Source: an optimization exercise on an open RTL-to-GDS flow (aim: small area). Production flows keep margins and buffers that such runs may drop.
Function was checked by simulation only, so behaviour that the tests miss may differ from the original.
The clock port is modelled as an ideal driver; clocking choices that lean on that would not hold on a real chip.
Power is estimated from default activity; no workload was simulated.

// int_to_balanced_ternary_core
module int_to_balanced_ternary_core (
   input  logic                                   clock,
   input  logic                                   reset,
   input  logic                                   start,
   output logic                                   busy,
   input  logic signed [itbt_pkg::VALUE_WIDTH-1:0] req_value,
   output logic                                   rsp_strobe,
   output logic signed [1:0]                      rsp_trit,
   output logic                                   rsp_last_trit
);
Size in the first run: about 49 flip-flops, roughly 40 I/O pins, ~0.0017 mm2 of cells after synthesis.
Settings: LEC_CHECK=0, CAP_MARGIN=20, CORE_AREA=2 2 59 59, DIE_AREA=0 0 61 61, SLEW_MARGIN=20; clock period 10.0 ns.
standard.sh (not shown) runs the stock make flow with config.mk's settings and CLKGATE_MAP_FILE= SYNTH_SCRIPT=/design/flow/synth_recipe.tcl, a recipe that flattens the netlist after the stock synthesis.
==> flow/flow/run.sh <==
#!/bin/bash
# ORFS layout of the standard flow's config, with three changes:
# - synthesis maps the logic with area-oriented ABC scripts (flow/area*.abc, the same
#   script with four random seeds for ABC's &deepsyn), run side by side, and keeps the
#   smallest netlist; flip-flops are mapped before ABC, exactly as in the standard synthesis;
# - the port buffers are plain buf_1 cells;
# - before CTS the flip-flops are split into CLOCK_GROUPS groups, each clocked by one
#   CLOCK_ROOT_BUF buffer that the clock port drives (flow/clock.tcl), so CTS finds the
#   clock already buffered.
# Each tool's output goes to a log of its own.
set -euo pipefail
W=$(pwd)
export BUFFER_PORTS_ARGS="-buffer_cell sky130_fd_sc_hd__buf_1"
export CLOCK_ROOT_BUF=sky130_fd_sc_hd__clkbuf_8
export CLOCK_GROUPS=3
export PRE_CTS_TCL=$W/flow/clock.tcl
best=""
best_area=""
for s in 1 2 3 4; do
  sed -e "s#SYNTH_SCRIPT=[^ ]*#SYNTH_SCRIPT=$W/flow/synth_area.tcl#" \
      -e "s#WORK_HOME=[^ ]*#WORK_HOME=$W/trial$s#" standard.sh > synth_trial$s.sh
  AREA_ABC_SCRIPT=$W/flow/area$s.abc bash synth_trial$s.sh synth > synth_trial$s.log 2>&1 &
done
wait
for s in 1 2 3 4; do
  stat=$W/trial$s/reports/$FLOW_PLATFORM/int_to_balanced_ternary_core/base/synth_stat.txt
  [[ -f $stat ]] || continue
  a=$(awk '/Chip area for module/ {print $NF}' "$stat")
  echo "trial $s: synthesised area $a" >> synth_choice.log
  if [[ -z "$best" ]] || awk -v a="$a" -v b="$best_area" 'BEGIN {exit !(a < b)}'; then
    best=$s
    best_area=$a
  fi
done
echo "kept trial $best" >> synth_choice.log
mv "$W/trial$best" "$W/orfs"
for s in 1 2 3 4; do rm -rf "$W/trial$s"; done
bash standard.sh finish > layout.log 2>&1
==> flow/flow/clock.tcl <==
# Clock distribution: the flip-flops are split into CLOCK_GROUPS groups by position
# (k-means with equal group sizes), and one clock buffer at the centre of each
# group drives its clock pins.
# The clock port drives only these buffers.
set block [ord::get_db_block]
set dbu [[ord::get_db_tech] getDbUnitsPerMicron]
set k $::env(CLOCK_GROUPS)
set pts {}
foreach inst [$block getInsts] {
  if { [[$inst getMaster] isSequential] } {
    set box [$inst getBBox]
    lappend pts [list $inst [expr { ([$box xMin] + [$box xMax]) / 2.0 / $dbu }] \
      [expr { ([$box yMin] + [$box yMax]) / 2.0 / $dbu }]]
  }
}
set pts [lsort -real -index 1 $pts]
set n [llength $pts]
# seed the centres along x
set cs {}
for { set j 0 } { $j < $k } { incr j } {
  set p [lindex $pts [expr { int(($j + 0.5) * $n / $k) }]]
  lappend cs [list [lindex $p 1] [lindex $p 2]]
}
# balanced k-means: each group takes at most ceil(n / k) flip-flops, assigned
# greedily by distance to the group centres
set cap [expr { ($n + $k - 1) / $k }]
for { set it 0 } { $it < 50 } { incr it } {
  set pairs {}
  set pi 0
  foreach p $pts {
    for { set j 0 } { $j < $k } { incr j } {
      set c [lindex $cs $j]
      lappend pairs [list [expr { abs([lindex $p 1] - [lindex $c 0]) + abs([lindex $p 2] - [lindex $c 1]) }] $pi $j]
    }
    incr pi
  }
  set pairs [lsort -real -index 0 $pairs]
  set owner [lrepeat $n -1]
  set fill [lrepeat $k 0]
  foreach pr $pairs {
    lassign $pr d pi j
    if { [lindex $owner $pi] >= 0 || [lindex $fill $j] >= $cap } { continue }
    lset owner $pi $j
    lset fill $j [expr { [lindex $fill $j] + 1 }]
  }
  set groups [lrepeat $k {}]
  set pi 0
  foreach p $pts {
    set j [lindex $owner $pi]
    lset groups $j [concat [lindex $groups $j] [list $p]]
    incr pi
  }
  set cs {}
  foreach g $groups {
    set sx 0.0
    set sy 0.0
    foreach p $g { set sx [expr { $sx + [lindex $p 1] }]; set sy [expr { $sy + [lindex $p 2] }] }
    set m [expr { max(1, [llength $g]) }]
    lappend cs [list [expr { $sx / $m }] [expr { $sy / $m }]]
  }
}
for { set j 0 } { $j < $k } { incr j } {
  set g [lindex $groups $j]
  if { [llength $g] == 0 } { continue }
  set pins {}
  foreach p $g { lappend pins [get_pins -of_objects [get_cells [[lindex $p 0] getName]] -filter "is_clock"] }
  set c [lindex $cs $j]
  puts "clock buffer $j at $c for [llength $g] registers"
  insert_buffer -buffer_cell $::env(CLOCK_ROOT_BUF) -net clock -load_pins [concat {*}$pins] \
    -location $c -buffer_name clkbuf_grp$j -net_name clk_grp$j
}
detailed_placement
Other scripts of this flow, unchanged in this note and not shown: flow/flow/area1.abc, flow/flow/area2.abc, flow/flow/area3.abc, flow/flow/area4.abc, flow/flow/synth_area.tcl
Rerun with:
--- a/flow/flow/run.sh
+++ b/flow/flow/run.sh
@@ -7,3 +7,4 @@
 # - before CTS the flip-flops are split into CLOCK_GROUPS groups, each clocked by one
-#   CLOCK_ROOT_BUF buffer that the clock port drives (flow/clock.tcl), so CTS finds the
+#   buffer (CLOCK_GROUP_BUFS, else CLOCK_ROOT_BUF) that the clock port drives, with at most
+#   CLOCK_GROUP_SIZES flip-flops per group (flow/clock.tcl), so CTS finds the
 #   clock already buffered.
@@ -15,2 +16,4 @@
 export CLOCK_GROUPS=3
+export CLOCK_GROUP_SIZES="20 20 9"
+export CLOCK_GROUP_BUFS="sky130_fd_sc_hd__clkbuf_8 sky130_fd_sc_hd__clkbuf_8 sky130_fd_sc_hd__clkbuf_4"
 export PRE_CTS_TCL=$W/flow/clock.tcl
--- a/flow/flow/clock.tcl
+++ b/flow/flow/clock.tcl
@@ -25,3 +25,8 @@
 # greedily by distance to the group centres
-set cap [expr { ($n + $k - 1) / $k }]
+set caps {}
+if { [info exists ::env(CLOCK_GROUP_SIZES)] } {
+  set caps $::env(CLOCK_GROUP_SIZES)
+} else {
+  for { set j 0 } { $j < $k } { incr j } { lappend caps [expr { ($n + $k - 1) / $k }] }
+}
 for { set it 0 } { $it < 50 } { incr it } {
@@ -41,3 +46,3 @@
     lassign $pr d pi j
-    if { [lindex $owner $pi] >= 0 || [lindex $fill $j] >= $cap } { continue }
+    if { [lindex $owner $pi] >= 0 || [lindex $fill $j] >= [lindex $caps $j] } { continue }
     lset owner $pi $j
@@ -68,3 +73,5 @@
   puts "clock buffer $j at $c for [llength $g] registers"
-  insert_buffer -buffer_cell $::env(CLOCK_ROOT_BUF) -net clock -load_pins [concat {*}$pins] \
+  set bufcell $::env(CLOCK_ROOT_BUF)
+  if { [info exists ::env(CLOCK_GROUP_BUFS)] } { set bufcell [lindex $::env(CLOCK_GROUP_BUFS) $j] }
+  insert_buffer -buffer_cell $bufcell -net clock -load_pins [concat {*}$pins] \
     -location $c -buffer_name clkbuf_grp$j -net_name clk_grp$j
- The new run finished with timing, DRC and antenna clean
- sequential power is about the same
- maximum frequency rises by 1.3%
- clock power falls by 8.5%
- routed wire length falls by 3.1%
- hold slack improved by 0.018 ns
- global-route usage falls by 0.44 points
- setup slack improved by 0.055 ns
- synthesized cell count does not change
- combinational power barely changes
Rerun with:
--- a/flow/flow/run.sh
+++ b/flow/flow/run.sh
@@ -7,4 +7,3 @@
 # - before CTS the flip-flops are split into CLOCK_GROUPS groups, each clocked by one
-#   buffer (CLOCK_GROUP_BUFS, else CLOCK_ROOT_BUF) that the clock port drives, with at most
-#   CLOCK_GROUP_SIZES flip-flops per group (flow/clock.tcl), so CTS finds the
+#   CLOCK_ROOT_BUF buffer that the clock port drives (flow/clock.tcl), so CTS finds the
 #   clock already buffered.
Final area is unchanged.
Die area does not change.
Cell count is unchanged.
Clock skew stays the same.
Wire length does not change.
Combinational power hardly moves.
Rerun with:
--- a/flow/flow/run.sh
+++ b/flow/flow/run.sh
@@ -7,3 +7,4 @@
 # - before CTS the flip-flops are split into CLOCK_GROUPS groups, each clocked by one
-#   CLOCK_ROOT_BUF buffer that the clock port drives (flow/clock.tcl), so CTS finds the
+#   buffer (CLOCK_GROUP_BUFS, else CLOCK_ROOT_BUF) that the clock port drives, with at most
+#   CLOCK_GROUP_SIZES flip-flops per group (flow/clock.tcl), so CTS finds the
 #   clock already buffered.
--- a/flow/config.mk
+++ b/flow/config.mk
@@ -10,2 +10,3 @@
 export DIE_AREA = 0 0 61 61
+export GPL_TIMING_DRIVEN = 0
 export SLEW_MARGIN = 20
Effect: Sequential power is about the same; clock power rises by 6.0%; worst setup slack is worse by 0.39 ns; design area rises by 1.3%.

========
the previous run:
Another version of the RTL of int_to_balanced_ternary_core (not shown whole).
Size: ~49 flip-flops, roughly 40 I/O pins, about 1700 um2 of cells after synthesis.
==> flow/design.v (excerpt) <==
module int_to_balanced_ternary_core (
   input  logic                                   clock,
   input  logic                                   reset,
   input  logic                                   start,
   output logic                                   busy,
   input  logic signed [itbt_pkg::VALUE_WIDTH-1:0] req_value,
   output logic                                   rsp_strobe,
   output logic signed [1:0]                      rsp_trit,
   output logic                                   rsp_last_trit
);
   logic [4:0]  pass_ff;
   logic [4:0]  bit_ff;
   logic [31:0] e_ff;
   logic [1:0]  acc_ff;         
   logic        gt_ff, le_ff;
   logic [1:0]  d_ff;           
   logic        started_ff;
   logic        first_bit, top_bit, idle, last, live, pass0, mul3;
   logic        a, q, k, gp, lp;
   logic [1:0]  acc;
   logic [2:0]  sum;
   logic        o, gt_in, le_in;
   assign first_bit = (bit_ff == itbt_pkg::S_FIRST);
   assign top_bit   = (bit_ff == itbt_pkg::S_TOP);
   assign idle      = (pass_ff == 5'd31);
   assign last      = (pass_ff == 5'd21);
   assign live      = (pass_ff <= 5'd21);
   assign pass0     = (pass_ff == 5'd0);
   assign mul3      = (pass_ff >= 5'd2);
   assign busy          = ~(idle & top_bit);
   assign rsp_strobe    = first_bit & live & (d_ff[0] | started_ff | last);
   assign rsp_trit      = d_ff;
   assign rsp_last_trit = last;
   assign a   = e_ff[0];
   assign q   = d_ff[0] & (first_bit | (itbt_pkg::T_POW[bit_ff] ^ ~d_ff[1]));
   assign acc = first_bit ? 2'd0 : acc_ff;
   assign sum = {2'b00, a} + {2'b00, q} + {1'b0, acc};
   assign o   = sum[0];
   assign k  = pass0 ? itbt_pkg::T_KA[bit_ff] : itbt_pkg::T_KB[bit_ff];
   assign gp = ~first_bit & gt_ff;
   assign lp = first_bit | le_ff;
   always_comb begin
      if (top_bit) begin
         gt_in = ~o & gp;
         le_in = o & lp;
      end else begin
         gt_in = (o & ~k) | (~(o ^ k) & gp);
         le_in = (~o & ~k) | ((o ^ k) & lp);
      end
   end
   always_ff @(posedge clock) begin
      if (reset) begin
         bit_ff  <= itbt_pkg::S_TOP;
  ...
export LEC_CHECK = 0
export CAP_MARGIN = 0
export CORE_AREA = 2 2 59 59
export DIE_AREA = 0 0 61 61
export SLEW_MARGIN = 0
create_clock -name core_clock -period 10.0 [get_ports {clock}]
==> flow/flow/run.sh <==
#!/bin/bash
# ORFS layout of the standard flow's config, with three changes:
# - synthesis maps the logic with area-oriented ABC scripts (flow/area*.abc, the same
#   script with four random seeds for ABC's &deepsyn), run side by side, and keeps the
#   smallest netlist; flip-flops are mapped before ABC, exactly as in the standard synthesis;
# - the port buffers are plain buf_1 cells;
# - before CTS the flip-flops are split into CLOCK_GROUPS groups, each clocked by one
#   CLOCK_ROOT_BUF buffer that the clock port drives (flow/clock.tcl), so CTS finds the
#   clock already buffered.
# Each tool's output goes to a log of its own.
set -euo pipefail
W=$(pwd)
export BUFFER_PORTS_ARGS="-buffer_cell sky130_fd_sc_hd__buf_1"
export CLOCK_ROOT_BUF=sky130_fd_sc_hd__clkbuf_8
export CLOCK_GROUPS=3
export PRE_CTS_TCL=$W/flow/clock.tcl
best=""
best_area=""
for s in 1 2 3 4; do
  sed -e "s#SYNTH_SCRIPT=[^ ]*#SYNTH_SCRIPT=$W/flow/synth_area.tcl#" \
      -e "s#WORK_HOME=[^ ]*#WORK_HOME=$W/trial$s#" standard.sh > synth_trial$s.sh
  AREA_ABC_SCRIPT=$W/flow/area$s.abc bash synth_trial$s.sh synth > synth_trial$s.log 2>&1 &
done
wait
for s in 1 2 3 4; do
  stat=$W/trial$s/reports/$FLOW_PLATFORM/int_to_balanced_ternary_core/base/synth_stat.txt
  [[ -f $stat ]] || continue
  a=$(awk '/Chip area for module/ {print $NF}' "$stat")
  echo "trial $s: synthesised area $a" >> synth_choice.log
  if [[ -z "$best" ]] || awk -v a="$a" -v b="$best_area" 'BEGIN {exit !(a < b)}'; then
    best=$s
    best_area=$a
  fi
done
echo "kept trial $best" >> synth_choice.log
mv "$W/trial$best" "$W/orfs"
for s in 1 2 3 4; do rm -rf "$W/trial$s"; done
bash standard.sh finish > layout.log 2>&1
Other scripts of this flow, unchanged in this note and not shown: flow/flow/area1.abc, flow/flow/area2.abc, flow/flow/area3.abc, flow/flow/area4.abc, flow/flow/clock.tcl, flow/flow/synth_area.tcl
The previous run reached the end of the flow, and the finished layout is clean on the timing, design-rule and antenna checks.
Input changes introduced in the current run (baseline for comparison: the previous run):
Settings: a change of SLEW_MARGIN from 0 to 20; an added PLACE_DENSITY of 0.85; a change of CAP_MARGIN from 0 to 20.
==> comparison <==
From the previous run to the current run the numbers moved as follows: clock network latency to the later pin of the worst-skew pair did not really move; worst slack at placement decreased by 0.43 ns relative to the old numbers; clock group total power now larger.

========
== lane 1 ==
The RTL this note starts from:
==> flow/design.v <==
package itbt_pkg;
   localparam int VALUE_WIDTH = 32;
   localparam int MAX_TRITS   = 21;
   localparam logic [4:0] S_FIRST = 5'd12;
   localparam logic [4:0] S_TOP   = 5'd22;
   localparam logic [31:0] T_POW = 32'h1173ba57;
   localparam logic [31:0] T_KA  = 32'h55010dff;
   localparam logic [31:0] T_KB  = 32'hf58831e5;
endpackage
module int_to_balanced_ternary_core (
   input  logic                                   clock,
   input  logic                                   reset,
   input  logic                                   start,
   output logic                                   busy,
   input  logic signed [itbt_pkg::VALUE_WIDTH-1:0] req_value,
   output logic                                   rsp_strobe,
   output logic signed [1:0]                      rsp_trit,
   output logic                                   rsp_last_trit
);
   logic [4:0]  pass_ff;
   logic [4:0]  bit_ff;
   logic [31:0] e_ff;
   logic [1:0]  acc_ff;         
   logic        gt_ff, le_ff;
   logic [1:0]  d_ff;           
   logic        started_ff;
   logic        first_bit, top_bit, idle, last, live, pass0, mul3;
   logic        a, q, k, gp, lp;
   logic [1:0]  acc;
   logic [2:0]  sum;
   logic        o, gt_in, le_in;
   assign first_bit = (bit_ff == itbt_pkg::S_FIRST);
   assign top_bit   = (bit_ff == itbt_pkg::S_TOP);
   assign idle      = (pass_ff == 5'd31);
   assign last      = (pass_ff == 5'd21);
   assign live      = (pass_ff <= 5'd21);
   assign pass0     = (pass_ff == 5'd0);
   assign mul3      = (pass_ff >= 5'd2);
   assign busy          = ~(idle & top_bit);
   assign rsp_strobe    = first_bit & live & (d_ff[0] | started_ff | last);
   assign rsp_trit      = d_ff;
   assign rsp_last_trit = last;
   assign a   = e_ff[0];
   assign q   = d_ff[0] & (first_bit | (itbt_pkg::T_POW[bit_ff] ^ ~d_ff[1]));
   assign acc = first_bit ? 2'd0 : acc_ff;
   assign sum = {2'b00, a} + {2'b00, q} + {1'b0, acc};
   assign o   = sum[0];
   assign k  = pass0 ? itbt_pkg::T_KA[bit_ff] : itbt_pkg::T_KB[bit_ff];
   assign gp = ~first_bit & gt_ff;
   assign lp = first_bit | le_ff;
   always_comb begin
      if (top_bit) begin
         gt_in = ~o & gp;
         le_in = o & lp;
      end else begin
         gt_in = (o & ~k) | (~(o ^ k) & gp);
         le_in = (~o & ~k) | ((o ^ k) & lp);
      end
   end
   always_ff @(posedge clock) begin
      if (reset) begin
         bit_ff  <= itbt_pkg::S_TOP;
         pass_ff <= 5'd31;
      end else begin
         bit_ff  <= {bit_ff[3:0], bit_ff[4] ^ bit_ff[2] ^ (bit_ff[3:0] == 4'd0)};
         pass_ff <= pass_ff + {4'd0, top_bit & (~idle | start)};
      end
   end
   always_ff @(posedge clock) begin
      acc_ff <= sum[2:1] + {1'b0, mul3 & a};
      gt_ff  <= gt_in;
      le_ff  <= le_in;
   end
   always_ff @(posedge clock) begin
      if (busy) begin
         e_ff   <= {o, e_ff[31:1]};
         if (top_bit) d_ff <= {le_in, gt_in | le_in};
         if (first_bit & d_ff[0]) started_ff <= 1'b1;
      end else begin
         e_ff       <= req_value;
         d_ff       <= 2'b00;
         started_ff <= 1'b0;
      end
   end
endmodule
export LEC_CHECK = 0
export CAP_MARGIN = 20
export CORE_AREA = 2 2 59 59
export DIE_AREA = 0 0 61 61
export SLEW_MARGIN = 20
create_clock -name core_clock -period 10.0 [get_ports {clock}]
==> flow/flow/run.sh <==
#!/bin/bash
# ORFS layout of the standard flow's config, with three changes: synthesis maps the logic with an
# area-oriented ABC script (flip-flops are mapped before ABC, exactly as in the standard
# synthesis), the port buffers are plain buf_1 cells, and before CTS the flip-flops are
# split into CLOCK_GROUPS groups, each clocked by one CLOCK_ROOT_BUF buffer that the
# clock port drives (flow/clock.tcl), so CTS finds the clock already buffered.
# Each tool's output goes to a log of its own.
set -euo pipefail
W=$(pwd)
export AREA_ABC_SCRIPT=$W/flow/area.abc
export BUFFER_PORTS_ARGS="-buffer_cell sky130_fd_sc_hd__buf_1"
export CLOCK_ROOT_BUF=sky130_fd_sc_hd__clkbuf_8
export CLOCK_GROUPS=3
export PRE_CTS_TCL=$W/flow/clock.tcl
sed "s#SYNTH_SCRIPT=[^ ]*#SYNTH_SCRIPT=$W/flow/synth_area.tcl#" standard.sh > synth_area.sh
bash synth_area.sh synth > synth.log 2>&1
bash standard.sh finish > layout.log 2>&1
==> flow/flow/area.abc <==
strash
&get -n
&deepsyn -T 60
&put
amap
topo
==> flow/flow/synth_area.tcl <==
proc synth {args} { yosys synth -nofsm -noshare {*}$args }
proc abc {args} {
  set i [lsearch -exact $args -script]
  if { $i >= 0 } { set args [lreplace $args $i [expr { $i + 1 }]] }
  yosys abc -script $::env(AREA_ABC_SCRIPT) {*}$args
}
source $::env(SCRIPTS_DIR)/synth.tcl
# left out here: clear keep_hierarchy, flatten, clean up, hide names made inside functions, write 1_2_yosys.v
Other scripts of this flow, unchanged in this note and not shown: flow/flow/clock.tcl
Looking at the reports, lane 1 completed the entire flow and the layout it produced met the timing, design-rule and antenna checks.
What lane 2 does differently from lane 1 at the input level:
==> flow/flow/run.sh <==
#!/bin/bash
# ORFS layout of the standard flow's config, with three changes:
# - synthesis maps the logic with area-oriented ABC scripts (flow/area*.abc, the same
#   script with four random seeds for ABC's &deepsyn), run side by side, and keeps the
#   smallest netlist; flip-flops are mapped before ABC, exactly as in the standard synthesis;
# - the port buffers are plain buf_1 cells;
# - before CTS the flip-flops are split into CLOCK_GROUPS groups, each clocked by one
#   CLOCK_ROOT_BUF buffer that the clock port drives (flow/clock.tcl), so CTS finds the
#   clock already buffered.
# Each tool's output goes to a log of its own.
set -euo pipefail
W=$(pwd)
export BUFFER_PORTS_ARGS="-buffer_cell sky130_fd_sc_hd__buf_1"
export CLOCK_ROOT_BUF=sky130_fd_sc_hd__clkbuf_8
export CLOCK_GROUPS=3
export PRE_CTS_TCL=$W/flow/clock.tcl
best=""
best_area=""
for s in 1 2 3 4; do
  sed -e "s#SYNTH_SCRIPT=[^ ]*#SYNTH_SCRIPT=$W/flow/synth_area.tcl#" \
      -e "s#WORK_HOME=[^ ]*#WORK_HOME=$W/trial$s#" standard.sh > synth_trial$s.sh
  AREA_ABC_SCRIPT=$W/flow/area$s.abc bash synth_trial$s.sh synth > synth_trial$s.log 2>&1 &
done
wait
for s in 1 2 3 4; do
  stat=$W/trial$s/reports/$FLOW_PLATFORM/int_to_balanced_ternary_core/base/synth_stat.txt
  [[ -f $stat ]] || continue
  a=$(awk '/Chip area for module/ {print $NF}' "$stat")
  echo "trial $s: synthesised area $a" >> synth_choice.log
  if [[ -z "$best" ]] || awk -v a="$a" -v b="$best_area" 'BEGIN {exit !(a < b)}'; then
    best=$s
    best_area=$a
  fi
done
echo "kept trial $best" >> synth_choice.log
mv "$W/trial$best" "$W/orfs"
for s in 1 2 3 4; do rm -rf "$W/trial$s"; done
bash standard.sh finish > layout.log 2>&1
==> flow/flow/area1.abc (new file) <==
strash
&get -n
&deepsyn -T 60 -S 1
&put
dch -f
amap -F 20 -A 30
topo
==> flow/flow/area2.abc (new file) <==
strash
&get -n
&deepsyn -T 60 -S 2
&put
dch -f
amap -F 20 -A 30
topo
==> flow/flow/area3.abc (new file) <==
strash
&get -n
&deepsyn -T 60 -S 3
&put
dch -f
amap -F 20 -A 30
topo
==> flow/flow/area4.abc (new file) <==
strash
&get -n
&deepsyn -T 60 -S 4
&put
dch -f
amap -F 20 -A 30
topo
diff --git a/flow/flow/synth_area.tcl b/flow/flow/synth_area.tcl
--- a/flow/flow/synth_area.tcl
+++ b/flow/flow/synth_area.tcl
@@ -4,2 +4,3 @@
   if { $i >= 0 } { set args [lreplace $args $i [expr { $i + 1 }]] }
+  if { [info exists ::env(AREA_ABC_EXTRA)] } { lappend args {*}$::env(AREA_ABC_EXTRA) }
   yosys abc -script $::env(AREA_ABC_SCRIPT) {*}$args
removed: flow/flow/area.abc
Results
Having completed the whole flow, lane 2 delivered a layout that passed the timing, design-rule and antenna checks. Relative to lane 1, global-route met2 utilization has gone up in lane 2. Reg2reg setup slack (lower): lane 1. Compared with lane 1, in lane 2 number of max-capacitance violations reported essentially unchanged, simple-gate portion of the synthesized area increased 0.40 points. In the metrics for lane 1 and lane 2, the one carrying the lower detailed-route via count is lane 2. When the final numbers for lane 1 and lane 2 were put side by side, the number of standard cells in the layout, taps in and fillers out turned out to be smaller in lane 2. Compared with lane 1, in lane 2 hold slack up 0.014 ns, minimum period implied by the final worst setup slack now smaller, total power went up. Slew at the pin with the worst max-slew slack | lane 2 below lane 1. Lane 1 -> lane 2: die area flat.

-- re-timing with driven ports --
How much do the figures lean on ideal ports? The routed layouts below were timed once more, with nothing changed but the port constraints. Step 1 assumes that a clkbuf_16 drives the clock port and a buf_2 every other input. Step 2 moves the port delays by t, midway between the first and last clock arrival at a register: inputs arrive t later, outputs are due t later. That takes back most of the time a late clock gives input paths. a / b / c = no drivers / after step 1 / after step 2; a / b = the first two.
run	shift t [ns]	slack for setup (ns)	worst setup path at the end	latest minus earliest clock arrival (ns)	worst slew at a driven data input, ns
the first run of note 1	0.189	5.720 / 5.682 / 5.871	register to output	0.020 / 0.020	0.04
the second run of note 1	0.203	5.775 / 5.730 / 5.933	register to output	0.009 / 0.009	0.03
the third run of note 1	0.203	5.775 / 5.730 / 5.933	register to output	0.009 / 0.009	0.03
the fourth run of note 1	0.203	5.388 / 5.352 / 5.554	register to output	0.012 / 0.011	0.04
the previous run	0.192	5.555 / 5.512 / 5.704	register to output	0.006 / 0.006	0.04
the current run	0.194	5.076 / 5.033 / 5.227	register to output	0.007 / 0.006	0.04
lane 1	0.190	5.099 / 5.058 / 5.247	register to output	0.015 / 0.015	0.04
lane 2	0.192	5.555 / 5.512 / 5.704	register to output	0.006 / 0.006	0.04
After both steps setup and hold are still met in every run listed.
